Context: an optimization exercise on an open-source flow, tuned for small area and a short achievable clock period. The choices shown serve that exercise and are no tape-out recipe. Where RTL was checked, it was by simulation tests only, not by an equivalence proof against the original. Power is estimated from default activity; no workload was simulated.

Design hq_dh_sequencer, start of the top module:
module hq_dh_sequencer #(
  parameter int Q       = 8,
  parameter int N       = 16,
  parameter int HQ_ROWS = 4,
  parameter int HQ_COLS = 32,
  parameter int TIMEOUT = 64
) (
  input  logic                clk,
  input  logic                rst,
  input  logic                wr_en,
  input  logic signed [N-1:0] wr_real,
  input  logic signed [N-1:0] wr_im,
  input  logic                start,
  input  logic                Dh_result_valid,
  output logic                loaded,
  output logic                busy,
  output logic                Dh_en,
  output logic signed [N-1:0] out_real,
  output logic signed [N-1:0] out_im,
  output logic [3:0]          q_idx,
  output logic                done,
  output logic                err
);
export LEC_CHECK = 0
export CAP_MARGIN = 20
export CORE_MARGIN = 2
export CORE_UTILIZATION = 70
export CTS_CLUSTER_DIAMETER = 60
export CTS_CLUSTER_SIZE = 24
export SETUP_SLACK_MARGIN = 3.6
export SLEW_MARGIN = 20
create_clock -name core_clock -period 6.0 [get_ports {clk}]
standard.sh (not shown) runs the stock make flow with config.mk's settings and CLKGATE_MAP_FILE= SYNTH_SCRIPT=/design/flow/synth_recipe.tcl, a recipe that flattens the netlist after the stock synthesis.
==> flow/flow/run.sh <==
#!/bin/bash
# The standard layout with three changes:
#  - pins are placed at least 5 um apart (place_pins -min_distance 5);
#  - before detailed placement, flow/pull_out.tcl moves each out_real/out_im
#    register (with the logic that feeds only it, and its port buffer) next to
#    its output pin; detailed placement then legalizes as usual;
#  - clock tree synthesis runs without dummy loads (the arguments the standard
#    flow builds from config.mk, plus -dont_use_dummy_load).
# Synthesis and every other step are the standard flow's. make's full output
# goes to standard_flow.log; each step's log is under orfs/logs.
set -euo pipefail
here=$(pwd)
cts="-sink_clustering_enable -repair_clock_nets -sink_clustering_size 24 -sink_clustering_max_diameter 60 -dont_use_dummy_load"
bash standard.sh "PLACE_PINS_ARGS=-min_distance 5" "PRE_DETAIL_PLACE_TCL=$here/flow/pull_out.tcl" "CTS_ARGS=$cts" finish > standard_flow.log 2>&1
Other scripts of this flow, unchanged in this note and not shown: flow/flow/pull_out.tcl
==> next run, changes <==
--- a/flow/flow/run.sh
+++ b/flow/flow/run.sh
@@ -1,4 +1,3 @@
 #!/bin/bash
-# The standard layout with three changes:
-#  - pins are placed at least 5 um apart (place_pins -min_distance 5);
+# The standard layout with two changes:
 #  - before detailed placement, flow/pull_out.tcl moves each out_real/out_im
@@ -13,2 +12,2 @@
 cts="-sink_clustering_enable -repair_clock_nets -sink_clustering_size 24 -sink_clustering_max_diameter 60 -dont_use_dummy_load"
-bash standard.sh "PLACE_PINS_ARGS=-min_distance 5" "PRE_DETAIL_PLACE_TCL=$here/flow/pull_out.tcl" "CTS_ARGS=$cts" finish > standard_flow.log 2>&1
+bash standard.sh "PRE_DETAIL_PLACE_TCL=$here/flow/pull_out.tcl" "CTS_ARGS=$cts" finish > standard_flow.log 2>&1
Outcome:
- The changed run finished clean
- final cell count fell by 0.39%
- die area does not change
- power stays flat
- worst setup slack gets worse by 0.035 ns
- synthesized area is unchanged
- maximum frequency falls by 1.4%
- final area barely changes
- global-route usage increases by 0.17 points

* * *

## alpha
The RTL this note starts from:
==> flow/design.v <==
module hq_dh_sequencer #(
  parameter int Q       = 8,
  parameter int N       = 16,
  parameter int HQ_ROWS = 4,
  parameter int HQ_COLS = 32,
  parameter int TIMEOUT = 64
) (
  input  logic                clk,
  input  logic                rst,
  input  logic                wr_en,
  input  logic signed [N-1:0] wr_real,
  input  logic signed [N-1:0] wr_im,
  input  logic                start,
  input  logic                Dh_result_valid,
  output logic                loaded,
  output logic                busy,
  output logic                Dh_en,
  output logic signed [N-1:0] out_real,
  output logic signed [N-1:0] out_im,
  output logic [3:0]          q_idx,
  output logic                done,
  output logic                err
);
  localparam int DEPTH  = HQ_ROWS * HQ_COLS;
  localparam int ADDR_W = $clog2(DEPTH);
  localparam int BURST  = 2 * HQ_ROWS;
  localparam int K_W    = $clog2(BURST);
  localparam int LAST_Q = HQ_COLS / 2 - 1;
  localparam int CNT_W  = $clog2(TIMEOUT + 1);
  localparam int W      = 2 * N;                
  localparam int NFIX   = 2 * BURST;            
  localparam int CLEN   = LAST_Q + 1 - 2;       
  if (((HQ_COLS % 2) != 0) || (HQ_COLS / 2 > 16) || (Q >= N)) begin : g_param_check
    $error("hq_dh_sequencer: unsupported parameter set");
  end
  typedef enum logic [1:0] {
    S_IDLE,
    S_FEED,
    S_WAIT,
    S_DONE
  } state_t;
  state_t              r_state,    w_state_nxt;
  logic [ADDR_W-1:0]   r_wr_ptr,   w_wr_ptr_nxt;
  logic                r_loaded,   w_loaded_nxt;
  logic                r_busy,     w_busy_nxt;
  logic                r_err,      w_err_nxt;
  logic                r_done,     w_done_nxt;
  logic                r_dh_en,    w_dh_en_nxt;
  logic [3:0]          r_q,        w_q_nxt;
  logic [K_W-1:0]      r_k,        w_k_nxt;
  logic [CNT_W-1:0]    r_wait_cnt, w_wait_cnt_nxt;
  logic [W-1:0]        r_out,      w_out_nxt;
  logic                r_valid_d;
  logic                r_wv;
  logic [ADDR_W-1:0]   r_wa;
  logic [W-1:0]        r_wd;
  logic [3:0]          r_off;
  logic                w_accept;
  logic                w_wr_fire;
  logic                w_rd_en;
  logic                w_realign;
  logic                w_chain_feed;
  logic [W-1:0]        w_rd_data;
  logic [W-1:0]        b_pos0 [2];
  logic [W-1:0]        b_pos1 [2];
  logic [W-1:0]        head   [BURST];
  assign w_accept  = (r_state == S_WAIT) && Dh_result_valid && !r_valid_d;
  assign w_wr_fire = (r_state == S_IDLE) && !r_loaded && wr_en;
  always_comb begin
    w_state_nxt    = r_state;
    w_wr_ptr_nxt   = r_wr_ptr;
    w_loaded_nxt   = r_loaded;
    w_busy_nxt     = r_busy;
    w_err_nxt      = r_err;
    w_q_nxt        = r_q;
    w_k_nxt        = r_k;
    w_wait_cnt_nxt = r_wait_cnt;
    w_dh_en_nxt    = 1'b0;
    w_done_nxt     = 1'b0;
    w_rd_en        = 1'b0;
    case (r_state)
      S_IDLE: begin
        if (start && r_loaded) begin
          w_state_nxt = S_FEED;
          w_err_nxt   = 1'b0;
          w_busy_nxt  = 1'b1;
          w_q_nxt     = '0;
          w_k_nxt     = '0;
          w_dh_en_nxt = 1'b1;
          w_rd_en     = 1'b1;
        end else if (w_wr_fire) begin
          if (r_wr_ptr == ADDR_W'(DEPTH - 1)) begin
            w_wr_ptr_nxt = '0;
            w_loaded_nxt = 1'b1;
          end else begin
            w_wr_ptr_nxt = r_wr_ptr + ADDR_W'(1);
          end
        end
      end
      S_FEED: begin
        if (r_k == K_W'(BURST - 1)) begin
          w_state_nxt    = S_WAIT;
          w_wait_cnt_nxt = '0;
        end else begin
          w_k_nxt     = r_k + K_W'(1);
          w_dh_en_nxt = 1'b1;
          w_rd_en     = 1'b1;
        end
      end
      S_WAIT: begin
        if (w_accept) begin
          if (r_q == 4'(LAST_Q)) begin
            w_state_nxt  = S_DONE;
            w_done_nxt   = 1'b1;
            w_busy_nxt   = 1'b0;
            w_loaded_nxt = 1'b0;
            w_wr_ptr_nxt = '0;
          end else begin
            w_state_nxt = S_FEED;
            w_q_nxt     = r_q + 4'd1;
            w_k_nxt     = '0;
            w_dh_en_nxt = 1'b1;
            w_rd_en     = 1'b1;
          end
        end else if (r_wait_cnt == CNT_W'(TIMEOUT - 1)) begin
          w_state_nxt = S_IDLE;
          w_err_nxt   = 1'b1;
          w_busy_nxt  = 1'b0;
        end else begin
          w_wait_cnt_nxt = r_wait_cnt + CNT_W'(1);
        end
      end
      S_DONE: begin
        w_state_nxt = S_IDLE;
      end
      default: begin
        w_state_nxt = S_IDLE;
      end
    endcase
  end
  typedef enum logic [3:0] {
    R_HEAD0 = 4'd0,    
    R_B0P0  = 4'd8,
    R_B0P1  = 4'd9,
    R_B1P0  = 4'd10,
    R_B1P1  = 4'd11
  } rsel_t;
  rsel_t r_rsel, w_rsel_nxt;
  always_comb begin
    case (w_state_nxt)
      S_FEED:  w_rsel_nxt = (w_q_nxt == 4'd0) ? R_B0P1 :
                            (w_q_nxt == 4'd1) ? R_B1P1 : rsel_t'({1'b0, w_k_nxt + K_W'(1)});
      S_WAIT:  w_rsel_nxt = (w_q_nxt == 4'd0) ? R_B1P0 : R_HEAD0;
      default: w_rsel_nxt = R_B0P0;
    endcase
  end
  always_comb begin
    case (r_rsel)
      R_B0P0:  w_rd_data = b_pos0[0];
      R_B0P1:  w_rd_data = b_pos1[0];
      R_B1P0:  w_rd_data = b_pos0[1];
      R_B1P1:  w_rd_data = b_pos1[1];
      default: w_rd_data = head[r_rsel[K_W-1:0]];
    endcase
  end
  assign w_out_nxt = w_rd_en ? w_rd_data : r_out;
  assign w_chain_feed = (r_state == S_FEED) && (r_q >= 4'd2);
  assign w_realign    = (r_off != 4'd0) &&
                        ((r_state == S_IDLE) || (r_state == S_DONE) || (r_q < 4'd2));
  always_ff @(posedge clk) begin
    if (rst) begin
      r_state    <= S_IDLE;
      r_wr_ptr   <= '0;
      r_loaded   <= 1'b0;
      r_busy     <= 1'b0;
      r_err      <= 1'b0;
      r_done     <= 1'b0;
      r_dh_en    <= 1'b0;
      r_q        <= '0;
      r_k        <= '0;
      r_wait_cnt <= '0;
      r_out      <= '0;
      r_valid_d  <= 1'b0;
      r_wv       <= 1'b0;
      r_off      <= '0;
      r_rsel     <= R_B0P0;
    end else begin
      r_state    <= w_state_nxt;
      r_wr_ptr   <= w_wr_ptr_nxt;
      r_loaded   <= w_loaded_nxt;
      r_busy     <= w_busy_nxt;
      r_err      <= w_err_nxt;
      r_done     <= w_done_nxt;
      r_dh_en    <= w_dh_en_nxt;
      r_q        <= w_q_nxt;
      r_k        <= w_k_nxt;
      r_wait_cnt <= w_wait_cnt_nxt;
      r_out      <= w_out_nxt;
      r_valid_d  <= Dh_result_valid;
      r_wv       <= w_wr_fire;
      r_rsel     <= w_rsel_nxt;
      if (w_realign || (w_chain_feed && r_k == K_W'(BURST - 1)))
        r_off <= (r_off == 4'(CLEN - 1)) ? 4'd0 : r_off + 4'd1;
    end
  end
  always_ff @(posedge clk) begin
    r_wa <= r_wr_ptr;
    r_wd <= {wr_real, wr_im};
  end
  for (genvar b = 0; b < 2; b++) begin : g_burst
    logic [BURST*W-1:0] r_ch;
    logic               w_load, w_shift;
    assign w_load  = r_wv && (r_wa < ADDR_W'(NFIX)) && (r_wa[K_W] == 1'(b));
    assign w_shift = w_load || ((r_state == S_FEED) && (r_q == 4'(b)));
    always_ff @(posedge clk) begin
      if (w_shift)
        r_ch <= {r_wv ? r_wd : r_ch[W-1:0], r_ch[BURST*W-1:W]};
    end
    assign b_pos0[b] = r_ch[W-1:0];
    assign b_pos1[b] = r_ch[2*W-1:W];
  end
  for (genvar k = 0; k < BURST; k++) begin : g_chain
    logic [CLEN*W-1:0] r_ch;
    logic              w_load, w_shift;
    assign w_load  = r_wv && (r_wa >= ADDR_W'(NFIX)) && (r_wa[K_W-1:0] == K_W'(k));
    assign w_shift = w_load || w_realign || (w_chain_feed && (r_k == K_W'(k)));
    always_ff @(posedge clk) begin
      if (w_shift)
        r_ch <= {r_wv ? r_wd : r_ch[W-1:0], r_ch[CLEN*W-1:W]};
    end
    assign head[k] = r_ch[W-1:0];
  end
  assign loaded   = r_loaded;
  assign busy     = r_busy;
  assign Dh_en    = r_dh_en;
  assign out_real = r_out[W-1:N];
  assign out_im   = r_out[N-1:0];
  assign q_idx    = r_q;
  assign done     = r_done;
  assign err      = r_err;
endmodule
clock: 6.0 ns
lec_check: 0
cap_margin: 20
core_margin: 2
core_utilization: 60
cts_cluster_diameter: 80
cts_cluster_size: 32
setup_slack_margin: 3.0
slew_margin: 20
run.sh (not shown) runs the stock make flow with config.mk's settings and CLKGATE_MAP_FILE= SYNTH_SCRIPT=/design/flow/synth_recipe.tcl, a recipe that flattens the netlist after the stock synthesis.
Stock flow here: none of the scripts above is used.
### alpha -> beta
- CTS_CLUSTER_SIZE removed (was 32)
- CTS_CLUSTER_DIAMETER removed (was 80)
[summary]
The fmax number comes out lower for beta vs alpha. In beta, final cell count is higher than in alpha. Vias per cell for beta is lower than for alpha. The lower number of buffers created by CTS came out of alpha. From alpha to beta the numbers moved as follows: reported leakage power went up about 9%, overall power consumption went up about 17%, area added between synthesis and finish went up 6.3 points. Between alpha and beta, the setup slack is higher for alpha. Lower cell count along the critical path among alpha and beta: alpha.
No run of this note included a check of the RTL's function; only the layout flow was run.

## static timing again, ports no longer ideal
How much do the figures lean on ideal ports? The routed layouts below were timed once more, with nothing changed but the port constraints.
Step 1 sets driving cells, clkbuf_16 on the clock port and buf_2 on the other inputs (assumed; they add their load-dependent delay and slew).
Step 2 adds t to the input delays and takes it off the output delays; t is the mean of the earliest and latest rising clock arrival at the registers after step 1. Input paths then give back, and output paths get back, about the clock's delay inside the block.
Three values: ideal, step 1, step 2; two values: the first two.
run | t, ns | setup slack, ns | worst register clock-pin slew, ns | pins driven straight from the clock port
the first run of note 1 | 0.943 | 3.461 / 3.369 / 2.793 | 0.10 / 0.10 | 1
the second run of note 1 | 0.914 | 3.425 / 3.373 / 2.659 | 0.09 / 0.09 | 1
alpha | 0.909 | 2.950 / 2.950 / 2.152 | 0.12 / 0.12 | 1
beta | 1.012 | 2.937 / 2.990 / 1.991 | 0.07 / 0.07 | 1
After both steps setup and hold are still met in every run listed. For beta, which loses most, drivers alone change the setup slack by +0.053 ns; drivers and shift together by -0.946 ns.
